Background: an optimization exercise with open tools, aiming at small area, a short achievable clock period and few clock cycles per item. Do not read the settings as production practice. Where RTL was checked, it was by simulation tests only, not by an equivalence proof against the original. Power and IR drop assume default switching activity.

== main ==
==> flow/design.v (excerpt) <==
module lookup_cache_top (
    input  wire                      clk,
    input  wire                      rst,
    input  wire                      req_valid_i,
    input  wire  [20+(3 + 1 + 5 + 4)-1:0] req_i,
    output logic                     req_ready_o,
    output logic                     rsp_valid_o,
    output logic [20+(3 + 1 + 5 + 4)-1:0] rsp_o,
    input  wire                      rsp_ready_i,
    output logic                     c2a_vld_o,
    output logic [20-1:0]   c2a_info_o,
    output logic [10-1:0] c2a_req_id_o,
    input  wire                      a2c_rdy_i,
    input  wire                      a2c_rsp_vld_i,
    input  wire  [10-1:0] a2c_rsp_id_i,
    input  wire  [20-1:0]   a2c_rslt_i
);
Size: about 950 flip-flops, roughly 140 I/O pins.
==> flow/config.mk <==
export PLATFORM = sky130hd
export DESIGN_NAME = lookup_cache_top
export DESIGN_NICKNAME = lookup_cache_top
export VERILOG_FILES = /design/flow/design.v
export SDC_FILE = /design/flow/constraint.sdc
export NUM_CORES = 4
export LEC_CHECK = 0
export CAP_MARGIN = 20
export CORE_MARGIN = 2
export CORE_UTILIZATION = 55
export SETUP_SLACK_MARGIN = 4.7
export SLEW_MARGIN = 20
==> flow/constraint.sdc <==
create_clock -name core_clock -period 7.5 [get_ports {clk}]
set_input_delay 1.5000 -clock core_clock [delete_from_list [all_inputs] [get_ports {clk}]]
set_output_delay 1.5000 -clock core_clock [all_outputs]
set_load 0.01 [all_outputs]
standard.sh (not shown) runs the stock make flow with config.mk's settings and CLKGATE_MAP_FILE= SYNTH_SCRIPT=/design/flow/synth_recipe.tcl, a recipe that flattens the netlist after the stock synthesis.
==> flow/flow/run.sh <==
#!/bin/bash
# The standard layout, with plain buffers (buf_2) on the ports in place
# of the delay buffers buffer_ports picks by default, and clock tree
# synthesis without dummy loads. Everything else is the standard flow.
# The tool output goes to standard_flow.log here.
set -euo pipefail
export BUFFER_PORTS_ARGS="-buffer_cell sky130_fd_sc_hd__buf_2"
export CTS_ARGS="-sink_clustering_enable -repair_clock_nets -dont_use_dummy_load -sink_clustering_size 26 -sink_clustering_max_diameter 70 -buf_list sky130_fd_sc_hd__clkbuf_16"
bash standard.sh > standard_flow.log 2>&1
Testbench counts of main, summed over its fixed seeds: cycles 8,381, items 8,000.
Changes in the feature branch relative to main:
-- flow/design.v --
<<< main, line 77
    logic [RW-1:0] ores_q;
    logic [MW-1:0] ometa_q;
    logic [EW-1:0] a_ent;
    logic [NE-1:0] a_dec;
    logic [NS-1:0] a_sel;
    logic [NS-1:0] a_wake;           
    logic          a_tidx;           
    assign a_ent = ent_q[a2c_rsp_id_i[SW-1:0]];
    always_comb begin
        for (int e = 0; e < NE; e++) begin
            a_dec[e] = a2c_rsp_vld_i && (a_ent == EW'(e));
        end
        for (int j = 0; j < NS; j++) begin
            a_sel[j] = a2c_rsp_vld_i && (a2c_rsp_id_i[SW-1:0] == SW'(j));
        end
        a_tidx = 1'b0;
>>> the feature branch, line 77
    logic [RW-1:0] ores_q;
    logic [MW-1:0] ometa_q;
    logic [NE-1:0] a_dec;
    logic [NS-1:0] a_sel;
    logic [NS-1:0] a_wake;           
    logic          a_tidx;           
    logic [NE-1:0] ent_dec [NS];
    always_comb begin
        for (int j = 0; j < NS; j++) begin
            a_sel[j] = a2c_rsp_vld_i && (a2c_rsp_id_i[SW-1:0] == SW'(j));
            for (int e = 0; e < NE; e++) begin
                ent_dec[j][e] = (ent_q[j] == EW'(e));
            end
        end
        a_dec = '0;
        for (int j = 0; j < NS; j++) begin
            if (a_sel[j]) a_dec = a_dec | ent_dec[j];
        end
        a_tidx = 1'b0;
<<< main, line 197
            end
            cv_q <= cv_q | a_dec;
            if (a_fire) begin
                kv_q <= kv_q | ptr_oh_q;
                cv_q <= (cv_q | a_dec) & ~ptr_oh_q;
            end
>>> the feature branch, line 200
            end
            cv_q <= cv_q | a_dec;
            if (t_miss_go) begin
                kv_q <= a_fire ? (kv_q | ptr_oh_q) : (kv_q & ~ptr_oh_q);
                cv_q <= (cv_q | a_dec) & ~ptr_oh_q;
            end
<<< main, line 259
        for (int e = 0; e < NE; e++) begin
            if (a_dec[e]) rslt_q[e] <= a2c_rslt_i;
            if (a_fire && ptr_oh_q[e]) key_q[e] <= tkey_q;
        end
        if (any_free) begin
>>> the feature branch, line 262
        for (int e = 0; e < NE; e++) begin
            if (a_dec[e]) rslt_q[e] <= a2c_rslt_i;
            if (t_miss_go && ptr_oh_q[e]) key_q[e] <= tkey_q;
        end
        if (any_free) begin
--- outcome ---
Power consumed by combinational cells: the feature branch lower than main
Status: total clock network power parity (the feature branch, main)
Summary of the feature branch over main: area after synthesis barely changed; final area climbed about 2.3%; relative contribution of sequential cells to total power barely changed; sequential share of layout area dropped 1.5 points.
Going from main to the feature branch, number of global-route vias before repair grew by a few percent.
Number of filler instances in the final layout, the feature branch vs main: down slightly
Re number of sinks driven by the clock tree: no difference whatsoever between the feature branch and main.
Final period utilization ends up higher on the feature branch.
The start point of the critical path comes out a2c_rsp_id_i[1] in one run and rkey_q[4]$_DFFE_PN_ in the other, namely in the feature branch and main respectively.
Taking main as the reference, in the feature branch total routing usage reported by global routing grew by 1.5 points; setup slack dropped 0.067 ns; share of synthesized area occupied by flip-flops and latches was more or less identical.
Summary of the comparison: minimum clock period is higher in the feature branch, relative to main.
Function not checked in the feature branch: the RTL went through the layout flow alone.

* * *

== old ==
The RTL this note starts from:
==> flow/design.v <==
`default_nettype none
package lkp_pkg;
    typedef logic [2-1:0] mshr_idx_t;
    typedef struct packed {
        logic [3-1:0] order_id;
        logic                    so;
        logic [5-1:0]   reg_entry;
        logic [4-1:0]   rob_entry;
    } lkp_meta_t;
    typedef struct packed {
        logic [20-1:0] key;
        lkp_meta_t              meta;
    } lkp_req_t;
    typedef struct packed {
        logic [20-1:0] result;
        lkp_meta_t              meta;
    } lkp_rsp_t;
    typedef struct packed {
        logic [20-1:0] key;
        mshr_idx_t              idx;
    } c2a_req_t;
    typedef enum logic [1:0] {
        S_IDLE,
        S_SEARCH,
        S_RESOLVE
    } slot_state_e;
endpackage
`default_nettype wire
`timescale 1ns/100ps
`default_nettype none
module lookup_cache_top (
    input  wire                      clk,
    input  wire                      rst,
    input  wire                      req_valid_i,
    input  wire  [20+(3 + 1 + 5 + 4)-1:0] req_i,
    output logic                     req_ready_o,
    output logic                     rsp_valid_o,
    output logic [20+(3 + 1 + 5 + 4)-1:0] rsp_o,
    input  wire                      rsp_ready_i,
    output logic                     c2a_vld_o,
    output logic [20-1:0]   c2a_info_o,
    output logic [10-1:0] c2a_req_id_o,
    input  wire                      a2c_rdy_i,
    input  wire                      a2c_rsp_vld_i,
    input  wire  [10-1:0] a2c_rsp_id_i,
    input  wire  [20-1:0]   a2c_rslt_i
);
    localparam int KW = 20;
    localparam int RW = 20;
    localparam int MW = (3 + 1 + 5 + 4);
    localparam int NE = 16;
    localparam int EW = 4;
    localparam int NS = 4;
    localparam int SW = 2;
    logic          sv_q, rv_q, tv_q, ready_q;
    logic [KW-1:0] skey_q, rkey_q, tkey_q;
    logic [MW-1:0] smeta_q, rmeta_q, tmeta_q;
    logic [EW-1:0] tidx_q;           
    logic [3:0]    thv4_q, thp4_q;   
    logic [NE-1:0] kv_q;             
    logic [NE-1:0] cv_q;             
    logic [KW-1:0] key_q  [NE];
    logic [RW-1:0] rslt_q [NE];
    logic [EW-1:0] ptr_q;            
    logic [NE-1:0] ptr_oh_q;         
    logic [NS-1:0] busy_q;
    logic [NS-1:0] rdy_q;            
    logic [EW-1:0] ent_q  [NS];
    logic [MW-1:0] meta_q [NS];
    logic          qv_q;
    logic [SW-1:0] qslot_q;
    logic [EW-1:0] qent_q;
    logic          cvld_q;
    logic [KW-1:0] ckey_q;
    logic [SW-1:0] cid_q;
    logic          ov_q;
    logic [RW-1:0] ores_q;
    logic [MW-1:0] ometa_q;
    logic [EW-1:0] a_ent;
    logic [NE-1:0] a_dec;
    assign a_ent = ent_q[a2c_rsp_id_i[SW-1:0]];
    always_comb begin
        for (int e = 0; e < NE; e++) begin
            a_dec[e] = a2c_rsp_vld_i && (a_ent == EW'(e));
        end
    end
    logic [SW-1:0] fsel;
    logic          any_free;
    always_comb begin
        fsel = '0;
        for (int s = NS - 1; s >= 0; s--) begin
            if (!busy_q[s]) fsel = SW'(s);
        end
    end
    assign any_free = |(~busy_q);
    logic lk_ptr;
    always_comb begin
        lk_ptr = 1'b0;
        for (int s = 0; s < NS; s++) begin
            if (busy_q[s] && ent_q[s] == ptr_q) lk_ptr = 1'b1;
        end
    end
    logic o_free, c_free, thv, thp, t_miss;
    assign o_free = !ov_q || rsp_ready_i;
    assign c_free = !cvld_q || a2c_rdy_i;
    assign thv    = |thv4_q;
    assign thp    = |thp4_q;
    assign t_miss = !thv && !thp;
    logic s_fire;        
    logic h_fire;        
    logic p_fire;        
    logic a_fire;        
    logic skip;          
    logic t_free, r_free;
    assign s_fire = qv_q && o_free;
    assign h_fire = tv_q && thv && !qv_q && o_free;
    assign p_fire = tv_q && !t_miss && !h_fire && any_free;
    assign a_fire = tv_q && t_miss && any_free && c_free && !lk_ptr;
    assign skip   = tv_q && t_miss && lk_ptr;
    assign t_free = !tv_q || h_fire || p_fire || a_fire;
    assign r_free = !rv_q || t_free;
    assign req_ready_o = ready_q;
    logic          fwd_on, fwd_eq;
    logic [NE-1:0] m1, m1_v;
    logic [EW-1:0] m1_idx;
    assign fwd_on = tv_q && t_miss;
    assign fwd_eq = (tkey_q == rkey_q);
    always_comb begin
        m1_idx = '0;
        for (int e = 0; e < NE; e++) begin
            if (fwd_on && ptr_oh_q[e]) begin
                m1[e]   = fwd_eq;
                m1_v[e] = 1'b0;
            end else begin
                m1[e]   = kv_q[e] && (key_q[e] == rkey_q);
                m1_v[e] = m1[e] && cv_q[e];
            end
            if (m1[e]) m1_idx = m1_idx | EW'(e);
        end
    end
    logic [NS-1:0] cand;
    logic [SW-1:0] pick;
    always_comb begin
        pick = '0;
        for (int s = 0; s < NS; s++) begin
            cand[s] = busy_q[s] && rdy_q[s] && !(qv_q && qslot_q == SW'(s));
        end
        for (int s = NS - 1; s >= 0; s--) begin
            if (cand[s]) pick = SW'(s);
        end
    end
    always_ff @(posedge clk or posedge rst) begin
        if (rst) begin
            sv_q     <= 1'b0;
            ready_q  <= 1'b1;
            rv_q     <= 1'b0;
            tv_q     <= 1'b0;
            kv_q     <= '0;
            cv_q     <= '0;
            ptr_q    <= '0;
            ptr_oh_q <= NE'(1);
            busy_q   <= '0;
            rdy_q    <= '0;
            qv_q     <= 1'b0;
            cvld_q   <= 1'b0;
            ov_q     <= 1'b0;
        end else begin
            if (r_free) begin
                rv_q    <= sv_q || req_valid_i;
                sv_q    <= 1'b0;
                ready_q <= 1'b1;
            end else if (req_valid_i && !sv_q) begin
                sv_q    <= 1'b1;
                ready_q <= 1'b0;
            end
            if (t_free) begin
                tv_q <= rv_q;
            end
            cv_q <= cv_q | a_dec;
            if (a_fire) begin
                kv_q <= kv_q | ptr_oh_q;
                cv_q <= (cv_q | a_dec) & ~ptr_oh_q;
            end
            if (a_fire || skip) begin
                ptr_q    <= ptr_q + 1'b1;
                ptr_oh_q <= {ptr_oh_q[NE-2:0], ptr_oh_q[NE-1]};
            end
            for (int s = 0; s < NS; s++) begin
                if (a2c_rsp_vld_i && busy_q[s] && ent_q[s] == a_ent) rdy_q[s] <= 1'b1;
            end
            if (s_fire) begin
                busy_q[qslot_q] <= 1'b0;
            end
            if (p_fire || a_fire) begin
                busy_q[fsel] <= 1'b1;
                rdy_q[fsel]  <= p_fire && (cv_q[tidx_q] || a_dec[tidx_q]);
            end
            if (!qv_q || s_fire) begin
                qv_q <= |cand;
            end
            if (a_fire) begin
                cvld_q <= 1'b1;
            end else if (a2c_rdy_i) begin
                cvld_q <= 1'b0;
            end
            if (s_fire || h_fire) begin
                ov_q <= 1'b1;
            end else if (rsp_ready_i) begin
                ov_q <= 1'b0;
            end
        end
    end
    logic [EW-1:0] oent;
    logic [RW-1:0] omux;
    always_comb begin
        omux = '0;
        oent = qv_q ? qent_q : tidx_q;
        for (int e = 0; e < NE; e++) begin
            if (oent == EW'(e)) omux = omux | rslt_q[e];
        end
    end
    always_ff @(posedge clk) begin
        if (!sv_q) begin
            skey_q  <= req_i[KW+MW-1:MW];
            smeta_q <= req_i[MW-1:0];
        end
        if (r_free) begin
            rkey_q  <= sv_q ? skey_q  : req_i[KW+MW-1:MW];
            rmeta_q <= sv_q ? smeta_q : req_i[MW-1:0];
        end
        if (t_free) begin
            tkey_q  <= rkey_q;
            tmeta_q <= rmeta_q;
            tidx_q  <= m1_idx;
            for (int g = 0; g < 4; g++) begin
                thv4_q[g] <= |m1_v[4*g +: 4];
                thp4_q[g] <= |(m1[4*g +: 4] & ~m1_v[4*g +: 4]);
            end
        end
        for (int e = 0; e < NE; e++) begin
            if (a_dec[e]) rslt_q[e] <= a2c_rslt_i;
            if (a_fire && ptr_oh_q[e]) key_q[e] <= tkey_q;
        end
        if (any_free) begin
            ent_q[fsel]  <= t_miss ? ptr_q : tidx_q;
            meta_q[fsel] <= tmeta_q;
        end
        if (!qv_q || s_fire) begin
            qslot_q <= pick;
            qent_q  <= ent_q[pick];
        end
        if (c_free) begin
            ckey_q <= tkey_q;
            cid_q  <= fsel;
        end
        if (o_free) begin
            ores_q  <= omux;
            ometa_q <= qv_q ? meta_q[qslot_q] : tmeta_q;
        end
    end
    assign rsp_valid_o  = ov_q;
    assign rsp_o        = {ores_q, ometa_q};
    assign c2a_vld_o    = cvld_q;
    assign c2a_info_o   = ckey_q;
    assign c2a_req_id_o = {{(10 - SW){1'b0}}, cid_q};
endmodule
`default_nettype wire
export LEC_CHECK = 0
export CAP_MARGIN = 20
export CORE_MARGIN = 2
export CORE_UTILIZATION = 40
export CTS_BUF_LIST = sky130_fd_sc_hd__clkbuf_16
export CTS_CLUSTER_DIAMETER = 80
export CTS_CLUSTER_SIZE = 30
export SETUP_SLACK_MARGIN = 4.6
export SLEW_MARGIN = 20
create_clock -name core_clock -period 7.5 [get_ports {clk}]
==> flow/flow/run.sh <==
#!/bin/bash
# The standard layout, with plain buffers (buf_2) on the ports in place
# of the delay buffers buffer_ports picks by default, and clock tree
# synthesis without dummy loads. Everything else is the standard flow.
# The tool output goes to standard_flow.log here.
set -euo pipefail
export BUFFER_PORTS_ARGS="-buffer_cell sky130_fd_sc_hd__buf_2"
export CTS_ARGS="-sink_clustering_enable -repair_clock_nets -dont_use_dummy_load -sink_clustering_size 30 -sink_clustering_max_diameter 80 -buf_list sky130_fd_sc_hd__clkbuf_16"
bash standard.sh > standard_flow.log 2>&1
old | stages: all done | timing, DRC, antenna: all pass
Testbench counts of old, summed over its fixed seeds: cycles 8,381, items 8,000.
Input changes introduced in new (baseline for comparison: old):
--- a/flow/design.v
+++ b/flow/design.v
@@ -74,16 +74,30 @@
     logic [KW-1:0] ckey_q;
     logic [SW-1:0] cid_q;
     logic          ov_q;
     logic [RW-1:0] ores_q;
     logic [MW-1:0] ometa_q;
-    logic [EW-1:0] a_ent;
+    logic [NS-1:0] a_sel;
     logic [NE-1:0] a_dec;
-    assign a_ent = ent_q[a2c_rsp_id_i[SW-1:0]];
-    always_comb begin
-        for (int e = 0; e < NE; e++) begin
-            a_dec[e] = a2c_rsp_vld_i && (a_ent == EW'(e));
+    logic [NE-1:0] ent_dec [NS];
+    logic [NS-1:0] a_wake;
+    always_comb begin
+        for (int s = 0; s < NS; s++) begin
+            a_sel[s] = a2c_rsp_vld_i && (a2c_rsp_id_i[SW-1:0] == SW'(s));
+            for (int e = 0; e < NE; e++) begin
+                ent_dec[s][e] = (ent_q[s] == EW'(e));
+            end
+        end
+        a_dec = '0;
+        for (int s = 0; s < NS; s++) begin
+            if (a_sel[s]) a_dec = a_dec | ent_dec[s];
+        end
+        for (int s = 0; s < NS; s++) begin
+            a_wake[s] = 1'b0;
+            for (int j = 0; j < NS; j++) begin
+                if (a_sel[j] && ent_q[j] == ent_q[s]) a_wake[s] = 1'b1;
+            end
         end
     end
     logic [SW-1:0] fsel;
     logic          any_free;
     always_comb begin
@@ -115,11 +129,16 @@
     assign s_fire = qv_q && o_free;
     assign h_fire = tv_q && thv && !qv_q && o_free;
     assign p_fire = tv_q && !t_miss && !h_fire && any_free;
     assign a_fire = tv_q && t_miss && any_free && c_free && !lk_ptr;
     assign skip   = tv_q && t_miss && lk_ptr;
-    assign t_free = !tv_q || h_fire || p_fire || a_fire;
+    logic t_hit_wait, t_miss_go;
+    assign t_hit_wait = tv_q && thv && !qv_q;
+    assign t_miss_go  = tv_q && t_miss && any_free && !lk_ptr;
+    assign t_free = !tv_q || (t_hit_wait && !ov_q) || (tv_q && !t_miss && any_free)
+                 || (t_miss_go && !cvld_q)
+                 || (t_hit_wait && rsp_ready_i) || (t_miss_go && a2c_rdy_i);
     assign r_free = !rv_q || t_free;
     assign req_ready_o = ready_q;
     logic          fwd_on, fwd_eq;
     logic [NE-1:0] m1, m1_v;
     logic [EW-1:0] m1_idx;
@@ -150,11 +169,11 @@
         end
     end
     always_ff @(posedge clk or posedge rst) begin
         if (rst) begin
             sv_q     <= 1'b0;
-            ready_q  <= 1'b1;
+            ready_q  <= 1'b0;
             rv_q     <= 1'b0;
             tv_q     <= 1'b0;
             kv_q     <= '0;
             cv_q     <= '0;
             ptr_q    <= '0;
@@ -164,14 +183,14 @@
             qv_q     <= 1'b0;
             cvld_q   <= 1'b0;
             ov_q     <= 1'b0;
         end else begin
             if (r_free) begin
-                rv_q    <= sv_q || req_valid_i;
+                rv_q    <= sv_q || (req_valid_i && ready_q);
                 sv_q    <= 1'b0;
                 ready_q <= 1'b1;
-            end else if (req_valid_i && !sv_q) begin
+            end else if (req_valid_i && ready_q) begin
                 sv_q    <= 1'b1;
                 ready_q <= 1'b0;
             end
             if (t_free) begin
                 tv_q <= rv_q;
@@ -184,11 +203,11 @@
             if (a_fire || skip) begin
                 ptr_q    <= ptr_q + 1'b1;
                 ptr_oh_q <= {ptr_oh_q[NE-2:0], ptr_oh_q[NE-1]};
             end
             for (int s = 0; s < NS; s++) begin
-                if (a2c_rsp_vld_i && busy_q[s] && ent_q[s] == a_ent) rdy_q[s] <= 1'b1;
+                if (busy_q[s] && a_wake[s]) rdy_q[s] <= 1'b1;
             end
             if (s_fire) begin
                 busy_q[qslot_q] <= 1'b0;
             end
             if (p_fire || a_fire) begin
[summary]
Compared to old, new shows a narrower setup margin.
Cmp new and old / post-placement cell area / lower: old
On post-cts hold buffer count, new and old are neck and neck.
Summary of the comparison: number of antenna violations at the first check in global routing is higher in new, relative to old.
Compared with old, new shows area of the multi-input gates that has gone up by a few percent.
Per the final summary, new finished and its layout is clean on timing, DRC and antenna.
Compared to old, new has overall power of the completed layout 1.8% higher.
As far as count of filler cells inserted in the layout is concerned, old and new perform about the same.
Measured against each other, new and old differ in worst hold slack across all endpoints, the lower figure coming from new.
Compared to old, new has finished layout cell area about 3% higher.
Comparing sum of routed wire length over all layers for new and old, the bigger number came from new.
Delta (new minus old): maximum clock rate barely changed; non-clock inverter count in the final layout climbed 7; critical path depth climbed 5; row count climbed about 0.9%.
The RTL of new was laid out without a check of its function.

what the ideal ports hide:
Ports are ideal in the flow. The routed layouts listed here were re-timed in OpenROAD.
Step 1, drivers: a clkbuf_16 drives clk and a buf_2 each remaining input, both assumed.
Step 2, shift: input delay + t, output delay - t, t = (earliest + latest rising clock arrival at the registers) / 2. This alone moves slack from input paths to output paths.
Slacks: no drivers / after step 1 / after step 2; pairs: no drivers / after step 1.
| run | t (ns) | setup slack, ns | worst setup path at the end |
|---|---|---|---|
| main | 0.670 | 4.673 / 4.666 / 4.053 | input to register |
| the feature branch | 0.666 | 4.605 / 4.612 / 3.946 | input to register |
| old | 0.647 | 4.514 / 4.557 / 3.910 | input to register |
| new | 0.664 | 4.507 / 4.440 / 3.776 | input to register |
After both steps setup and hold are still met in every run listed. For new, which loses most, drivers alone change the setup slack by -0.067 ns; drivers and shift together by -0.731 ns.
